Source: an optimization exercise on an open RTL-to-GDS flow (aim: small area). Production flows keep margins and buffers that such runs may drop.
RTL that was checked went through simulation tests only; none was proved equivalent to the original.
Power is estimated from default activity; no workload was simulated.

old:
==> flow/design.v <==
`timescale 1ns/1ns
module dcache_top (
    input  logic        clk,
    input  logic        resetn,
    input  logic [1:0]  req_op,
    input  logic [31:0] req_addr,
    input  logic [31:0] req_wdata,
    input  logic [3:0]  req_strb,
    output logic        stall,
    output logic [31:0] rdata,
    output logic [31:0] ar_addr,
    output logic        ar_valid,
    input  logic        ar_ready,
    input  logic [31:0] r_data,
    input  logic        r_valid,
    input  logic        r_last,
    output logic [31:0] aw_addr,
    output logic        aw_valid,
    input  logic        aw_ready,
    output logic [31:0] w_data,
    output logic        w_valid,
    output logic        w_last,
    input  logic        b_valid
);
    localparam logic [2:0] st_idle = 3'd0;   
    localparam logic [2:0] st_aw   = 3'd1;   
    localparam logic [2:0] st_w    = 3'd2;   
    localparam logic [2:0] st_b    = 3'd3;   
    localparam logic [2:0] st_ar   = 3'd4;   
    localparam logic [2:0] st_r    = 3'd5;   
    localparam logic [2:0] st_fill = 3'd6;   
    logic [2:0]    state;
    logic [5:0]    dcnt;
    logic [1:0]    bcnt;
    logic [2047:0] dring;
    logic [415:0]  tring;
    logic [127:0]  fbuf;
    logic [31:0] head;
    logic [23:0] htag;
    logic        hdirty;
    logic        hvalid;
    logic [3:0]  idx;
    logic [5:0]  dcnt_nx;
    logic        nx_line;
    logic        nx_tag_ok;
    logic        nx_check;
    logic        swept;
    logic        hit_q;
    logic        miss_q;
    logic        line_q;
    logic        done;
    logic        wr_now;
    logic        miss_now;
    logic        beat_slot;
    logic        drain;
    logic        fill_now;
    logic [31:0] head_in;
    logic [25:0] thead_in;
    logic [31:0] fb_in;
    logic        fb_en;
    assign head   = dring[31:0];
    assign htag   = tring[23:0];
    assign hdirty = tring[24];
    assign hvalid = tring[25];
    assign idx    = req_addr[7:4];
    assign dcnt_nx   = dcnt + 1'b1;
    assign nx_line   = (dcnt_nx[3:0] == idx);
    assign nx_tag_ok = tring[51] && (tring[49:26] == req_addr[31:8]);
    assign nx_check  = swept && (req_op != 2'd0) && nx_line;
    always_ff @(posedge clk) begin
        hit_q  <= nx_check && nx_tag_ok && (dcnt_nx[5:4] == req_addr[3:2]);
        miss_q <= nx_check && !nx_tag_ok;
        line_q <= nx_line;
    end
    assign done      = (state == st_idle) && hit_q;
    assign wr_now    = done && req_op[1];
    assign miss_now  = (state == st_idle) && miss_q;
    assign beat_slot = line_q && (dcnt[5:4] == bcnt);   
    assign drain     = (state == st_fill) && beat_slot;
    assign fill_now  = drain && (bcnt == 2'd3);
    assign stall = !done;
    assign rdata = head;
    assign ar_addr  = {req_addr[31:4], 4'd0};
    assign ar_valid = (state == st_ar);
    assign aw_addr  = {fbuf[127:104], idx, 4'd0};
    assign aw_valid = (state == st_aw);
    assign w_data   = head;
    assign w_valid  = (state == st_w) && beat_slot;
    assign w_last   = (bcnt == 2'd3);
    always_comb begin
        for (int b = 0; b < 4; b++) begin
            if (drain) begin
                head_in[8 * b +: 8] = fbuf[8 * b +: 8];
            end else if (wr_now && req_strb[b]) begin
                head_in[8 * b +: 8] = req_wdata[8 * b +: 8];
            end else begin
                head_in[8 * b +: 8] = head[8 * b +: 8];
            end
        end
    end
    assign thead_in = {swept && (hvalid || fill_now),
                       fill_now ? 1'b0 : (hdirty || wr_now),
                       fill_now ? req_addr[31:8] : htag};
    always_ff @(posedge clk) begin
        dring <= {head_in, dring[2047:32]};
        tring <= {thead_in, tring[415:26]};
    end
    assign fb_en = (state == st_idle) || r_valid || drain;
    assign fb_in = {(state == st_idle) ? htag : r_data[31:8], r_data[7:0]};
    always_ff @(posedge clk) begin
        if (fb_en) begin
            fbuf <= {fb_in, fbuf[127:32]};
        end
    end
    always_ff @(posedge clk) begin
        if (!resetn) begin
            state <= st_idle;
            swept <= 1'b0;
            dcnt  <= '0;
            bcnt  <= '0;
        end else begin
            dcnt <= dcnt_nx;
            if (&dcnt[3:0]) begin
                swept <= 1'b1;
            end
            if (w_valid || drain) begin
                bcnt <= bcnt + 1'b1;
            end
            case (state)
                st_idle: if (miss_now) state <= (hvalid && hdirty) ? st_aw : st_ar;
                st_aw:   if (aw_ready) state <= st_w;
                st_w:    if (beat_slot && bcnt == 2'd3) state <= st_b;
                st_b:    if (b_valid) state <= st_ar;
                st_ar:   if (ar_ready) state <= st_r;
                st_r:    if (r_valid && r_last) state <= st_fill;
                st_fill: if (fill_now) state <= st_idle;
                default: state <= st_idle;
            endcase
        end
    end
endmodule
==> flow/config.mk <==
export PLATFORM = sky130hd
export DESIGN_NAME = dcache_top
export DESIGN_NICKNAME = dcache_top
export VERILOG_FILES = /design/flow/design.v
export SDC_FILE = /design/flow/constraint.sdc
export NUM_CORES = 4
export LEC_CHECK = 0
export CAP_MARGIN = 20
export CORE_MARGIN = 2
export CORE_UTILIZATION = 65
export CTS_BUF_LIST = sky130_fd_sc_hd__clkbuf_8
export CTS_CLUSTER_DIAMETER = 60
export CTS_CLUSTER_SIZE = 20
export PLACE_DENSITY = 0.8
export SLEW_MARGIN = 20
==> flow/constraint.sdc <==
create_clock -name core_clock -period 8.0 [get_ports {clk}]
set_input_delay 1.6000 -clock core_clock [delete_from_list [all_inputs] [get_ports {clk}]]
set_output_delay 1.6000 -clock core_clock [all_outputs]
set_load 0.01 [all_outputs]
standard.sh (not shown) runs the stock make flow with config.mk's settings and CLKGATE_MAP_FILE= SYNTH_SCRIPT=/design/flow/synth_recipe.tcl, a recipe that flattens the netlist after the stock synthesis.
==> flow/flow/run.sh <==
#!/bin/bash
# Standard ORFS layout (the standard.sh, unchanged synthesis), with two
# changes: the clock tree is built from clkbuf_8 without CTS dummy loads, and
# port buffers use buf_1. Each tool's output is logged under orfs/logs; the
# make output goes to flow_make.log in this folder.
set -euo pipefail
export CTS_ARGS="-sink_clustering_enable -repair_clock_nets -buf_list sky130_fd_sc_hd__clkbuf_8 -sink_clustering_size 20 -sink_clustering_max_diameter 60 -dont_use_dummy_load"
export BUFFER_PORTS_ARGS="-buffer_cell sky130_fd_sc_hd__buf_1"
bash standard.sh finish > flow_make.log 2>&1
For new, these inputs were changed with respect to old:
diff --git a/flow/design.v b/flow/design.v
--- a/flow/design.v
+++ b/flow/design.v
@@ -84,22 +84,20 @@
     assign ar_valid = (state == st_ar);
     assign aw_addr  = {fbuf[127:104], idx, 4'd0};
     assign aw_valid = (state == st_aw);
     assign w_data   = head;
     assign w_valid  = (state == st_w) && beat_slot;
     assign w_last   = (bcnt == 2'd3);
+    logic [31:0] wmask;
+    logic [31:0] dmask;
     always_comb begin
         for (int b = 0; b < 4; b++) begin
-            if (drain) begin
-                head_in[8 * b +: 8] = fbuf[8 * b +: 8];
-            end else if (wr_now && req_strb[b]) begin
-                head_in[8 * b +: 8] = req_wdata[8 * b +: 8];
-            end else begin
-                head_in[8 * b +: 8] = head[8 * b +: 8];
-            end
+            wmask[8 * b +: 8] = {8{wr_now && req_strb[b]}};
         end
+        dmask   = {32{drain}};
+        head_in = (head & ~(wmask | dmask)) | (req_wdata & wmask) | (fbuf[31:0] & dmask);
     end
     assign thead_in = {swept && (hvalid || fill_now),
                        fill_now ? 1'b0 : (hdirty || wr_now),
                        fill_now ? req_addr[31:8] : htag};
     always_ff @(posedge clk) begin
         dring <= {head_in, dring[2047:32]};
==> comparison <==
Result for new and old: all clean
For the proportion of power drawn by the clock network, new came in 0.6 points lower than old did.
Looking at final wirelength across new and old, the one that comes out lower is old.
On share of the cycle needed by the critical path after routing, the lower figure sits with old, not new.
new vs old: worst hold slack across all endpoints up
Via count of the first global-routing pass: higher on new
Post-detailed-route wirelength per cell went up by a little under 10% going from old to new.
[compare] base=old new=new: total power went up by about 2%; via count went up by 0.63%; minimum setup slack in the final design went down by 0.079 ns; synthesis-to-finish area growth was more or less identical; HPWL after detailed placement went up by 7.8%.
Comparing new and old, the lower sequential share of layout area was measured on old.
The RTL of old was laid out without a check of its function.


red:
Another version of the RTL of dcache_top (not shown whole).
Size in the first run: ~3,000 cells after synthesis, ~2,600 flip-flops, ~240 I/O pins, ~0.056 sq mm of cells after synthesis.
==> module dcache_top, before the edit <==
module dcache_top (
    input  logic        clk,
    input  logic        resetn,
    input  logic [1:0]  req_op,
    input  logic [31:0] req_addr,
    input  logic [31:0] req_wdata,
    input  logic [3:0]  req_strb,
    output logic        stall,
    output logic [31:0] rdata,
    output logic [31:0] ar_addr,
    output logic        ar_valid,
    input  logic        ar_ready,
    input  logic [31:0] r_data,
    input  logic        r_valid,
    input  logic        r_last,
    output logic [31:0] aw_addr,
    output logic        aw_valid,
    input  logic        aw_ready,
    output logic [31:0] w_data,
    output logic        w_valid,
    output logic        w_last,
    input  logic        b_valid
);
    localparam logic [2:0] st_idle = 3'd0;   
    localparam logic [2:0] st_aw   = 3'd1;   
    localparam logic [2:0] st_w    = 3'd2;   
    localparam logic [2:0] st_b    = 3'd3;   
    localparam logic [2:0] st_ar   = 3'd4;   
    localparam logic [2:0] st_r    = 3'd5;   
    localparam logic [2:0] st_fill = 3'd6;   
    logic [2:0]    state;
    logic [5:0]    dcnt;
    logic [1:0]    bcnt;
    logic [2047:0] dring;
    logic [415:0]  tring;
    logic [127:0]  fbuf;
    logic [31:0] head;
    logic [23:0] htag;
    logic        hdirty;
    logic        hvalid;
    logic [3:0]  idx;
    logic [5:0]  dcnt_nx;
    logic        nx_line;
    logic        nx_tag_ok;
    logic        nx_check;
    logic        swept;
    logic        hit_q;
    logic        miss_q;
    logic        line_q;
    logic        done;
    logic        wr_now;
    logic        miss_now;
    logic        beat_slot;
    logic        drain;
    logic        fill_now;
    logic [31:0] head_in;
    logic [25:0] thead_in;
    logic [31:0] fb_in;
    logic        fb_en;
    assign head   = dring[31:0];
    assign htag   = tring[23:0];
    assign hdirty = tring[24];
    assign hvalid = tring[25];
    assign idx    = req_addr[7:4];
    assign dcnt_nx   = dcnt + 1'b1;
    assign nx_line   = (dcnt_nx[3:0] == idx);
    assign nx_tag_ok = tring[51] && (tring[49:26] == req_addr[31:8]);
    assign nx_check  = resetn && swept && (req_op != 2'd0) && nx_line;
    always_ff @(posedge clk) begin
        hit_q  <= nx_check && nx_tag_ok && (dcnt_nx[5:4] == req_addr[3:2]);
        miss_q <= nx_check && !nx_tag_ok;
        line_q <= nx_line;
    end
    assign done      = (state == st_idle) && hit_q;
    assign wr_now    = done && req_op[1];
    assign miss_now  = (state == st_idle) && miss_q;
    assign beat_slot = line_q && (dcnt[5:4] == bcnt);   
    assign drain     = (state == st_fill) && beat_slot;
    assign fill_now  = drain && (bcnt == 2'd3);
    assign stall = !done;
    assign rdata = head;
    assign ar_addr  = {req_addr[31:4], 4'd0};
    assign ar_valid = (state == st_ar);
    assign aw_addr  = {fbuf[127:104], idx, 4'd0};
    assign aw_valid = (state == st_aw);
    assign w_data   = head;
    assign w_valid  = (state == st_w) && beat_slot;
    assign w_last   = (bcnt == 2'd3);
    logic [31:0] wmask;
    logic [31:0] dmask;
    always_comb begin
        for (int b = 0; b < 4; b++) begin
            wmask[8 * b +: 8] = {8{wr_now && req_strb[b]}};
        end
        dmask   = {32{drain}};
        head_in = (head & ~(wmask | dmask)) | (req_wdata & wmask) | (fbuf[31:0] & dmask);
    end
    assign thead_in = {swept && (hvalid || fill_now),
                       fill_now ? 1'b0 : (hdirty || wr_now),
                       fill_now ? req_addr[31:8] : htag};
    always_ff @(posedge clk) begin
        dring <= {head_in, dring[2047:32]};
        tring <= {thead_in, tring[415:26]};
    end
    assign fb_en = (state == st_idle) || r_valid || drain;
    assign fb_in = {(state == st_idle) ? htag : r_data[31:8], r_data[7:0]};
    always_ff @(posedge clk) begin
        if (fb_en) begin
            fbuf <= {fb_in, fbuf[127:32]};
        end
    end
    always_ff @(posedge clk) begin
        if (!resetn) begin
            state <= st_idle;
            swept <= 1'b0;
            dcnt  <= '0;
            bcnt  <= '0;
        end else begin
            dcnt <= dcnt_nx;
            if (&dcnt[3:0]) begin
                swept <= 1'b1;
            end
            if (w_valid || drain) begin
                bcnt <= bcnt + 1'b1;
            end
            case (state)
                st_idle: if (miss_now) state <= (hvalid && hdirty) ? st_aw : st_ar;
                st_aw:   if (aw_ready) state <= st_w;
                st_w:    if (beat_slot && bcnt == 2'd3) state <= st_b;
                st_b:    if (b_valid) state <= st_ar;
                st_ar:   if (ar_ready) state <= st_r;
                st_r:    if (r_valid && r_last) state <= st_fill;
                st_fill: if (fill_now) state <= st_idle;
                default: state <= st_idle;
            endcase
        end
    end
endmodule
Settings: LEC_CHECK=0, CAP_MARGIN=20, CORE_MARGIN=2, CORE_UTILIZATION=65, CTS_BUF_LIST=sky130_fd_sc_hd__clkbuf_8, CTS_CLUSTER_DIAMETER=60, CTS_CLUSTER_SIZE=20, PLACE_DENSITY=0.8, SLEW_MARGIN=20; clock period 8.0 ns.
Scripts as last shown in full above: flow/flow/run.sh
red completed end to end with timing, DRC and antenna clean.
The inputs of blue differ from those of red as listed below.
--- a/flow/design.v
+++ b/flow/design.v
@@ -44,13 +44,12 @@
     logic        nx_line;
     logic        nx_tag_ok;
     logic        nx_check;
     logic        swept;
     logic        hit_q;
     logic        miss_q;
-    logic        line_q;
     logic        done;
     logic        wr_now;
     logic        miss_now;
     logic        beat_slot;
     logic        drain;
     logic        fill_now;
@@ -63,41 +62,42 @@
     assign hdirty = tring[24];
     assign hvalid = tring[25];
     assign idx    = req_addr[7:4];
     assign dcnt_nx   = dcnt + 1'b1;
     assign nx_line   = (dcnt_nx[3:0] == idx);
     assign nx_tag_ok = tring[51] && (tring[49:26] == req_addr[31:8]);
-    assign nx_check  = resetn && swept && (req_op != 2'd0) && nx_line;
+    assign nx_check  = swept && (req_op != 2'd0) && nx_line;
     always_ff @(posedge clk) begin
         hit_q  <= nx_check && nx_tag_ok && (dcnt_nx[5:4] == req_addr[3:2]);
         miss_q <= nx_check && !nx_tag_ok;
-        line_q <= nx_line;
     end
     assign done      = (state == st_idle) && hit_q;
     assign wr_now    = done && req_op[1];
     assign miss_now  = (state == st_idle) && miss_q;
-    assign beat_slot = line_q && (dcnt[5:4] == bcnt);   
+    assign beat_slot = (dcnt == {bcnt, idx});
     assign drain     = (state == st_fill) && beat_slot;
     assign fill_now  = drain && (bcnt == 2'd3);
     assign stall = !done;
     assign rdata = head;
     assign ar_addr  = {req_addr[31:4], 4'd0};
     assign ar_valid = (state == st_ar);
     assign aw_addr  = {fbuf[127:104], idx, 4'd0};
     assign aw_valid = (state == st_aw);
     assign w_data   = head;
     assign w_valid  = (state == st_w) && beat_slot;
     assign w_last   = (bcnt == 2'd3);
-    logic [31:0] wmask;
-    logic [31:0] dmask;
     always_comb begin
         for (int b = 0; b < 4; b++) begin
-            wmask[8 * b +: 8] = {8{wr_now && req_strb[b]}};
+            if (drain) begin
+                head_in[8 * b +: 8] = fbuf[8 * b +: 8];
+            end else if (wr_now && req_strb[b]) begin
+                head_in[8 * b +: 8] = req_wdata[8 * b +: 8];
+            end else begin
+                head_in[8 * b +: 8] = head[8 * b +: 8];
+            end
         end
-        dmask   = {32{drain}};
-        head_in = (head & ~(wmask | dmask)) | (req_wdata & wmask) | (fbuf[31:0] & dmask);
     end
     assign thead_in = {swept && (hvalid || fill_now),
                        fill_now ? 1'b0 : (hdirty || wr_now),
                        fill_now ? req_addr[31:8] : htag};
     always_ff @(posedge clk) begin
         dring <= {head_in, dring[2047:32]};
Results
red vs blue, cell type of the slowest stage on the worst timing path: sky130_fd_sc_hd__buf_4 vs sky130_fd_sc_hd__nor2b_1. On signed area change from the synthesized netlist to the final layout, blue tracks red almost exactly. For blue, the launch point of the worst path was req_addr[7], unlike red, where it was state[2]. blue: via count lower than red. blue vs red: synthesized instance count up slightly. Worst setup slack came out lower on blue than on red. Global-route usage, red and blue: higher on red.

## port drivers added, routing unchanged
Ports are ideal in the flow. The routed layouts listed here were re-timed in OpenROAD. Step 1 assumes that a clkbuf_16 drives the clock port and a buf_2 every other input. Step 2 adds t to the input delays and takes it off the output delays; t is the mean of the earliest and latest rising clock arrival at the registers after step 1. Input paths then give back, and output paths get back, about the clock's delay inside the block. Three values: ideal, step 1, step 2; two values: the first two.
run	t, ns	slack for setup (ns)	worst register clock-pin slew, ns	worst data-port slew with drivers (ns)
old	0.840	4.174 / 4.148 / 4.174	0.12 / 0.12	0.13
new	0.843	4.096 / 4.039 / 3.977	0.12 / 0.12	0.11
red	0.832	4.144 / 4.079 / 4.221	0.12 / 0.12	0.06
blue	0.847	2.915 / 2.894 / 2.894	0.12 / 0.12	0.21
After both steps every run listed still meets setup and hold. For new, which loses most, drivers alone change the setup slack by -0.057 ns; drivers and shift together by -0.119 ns.
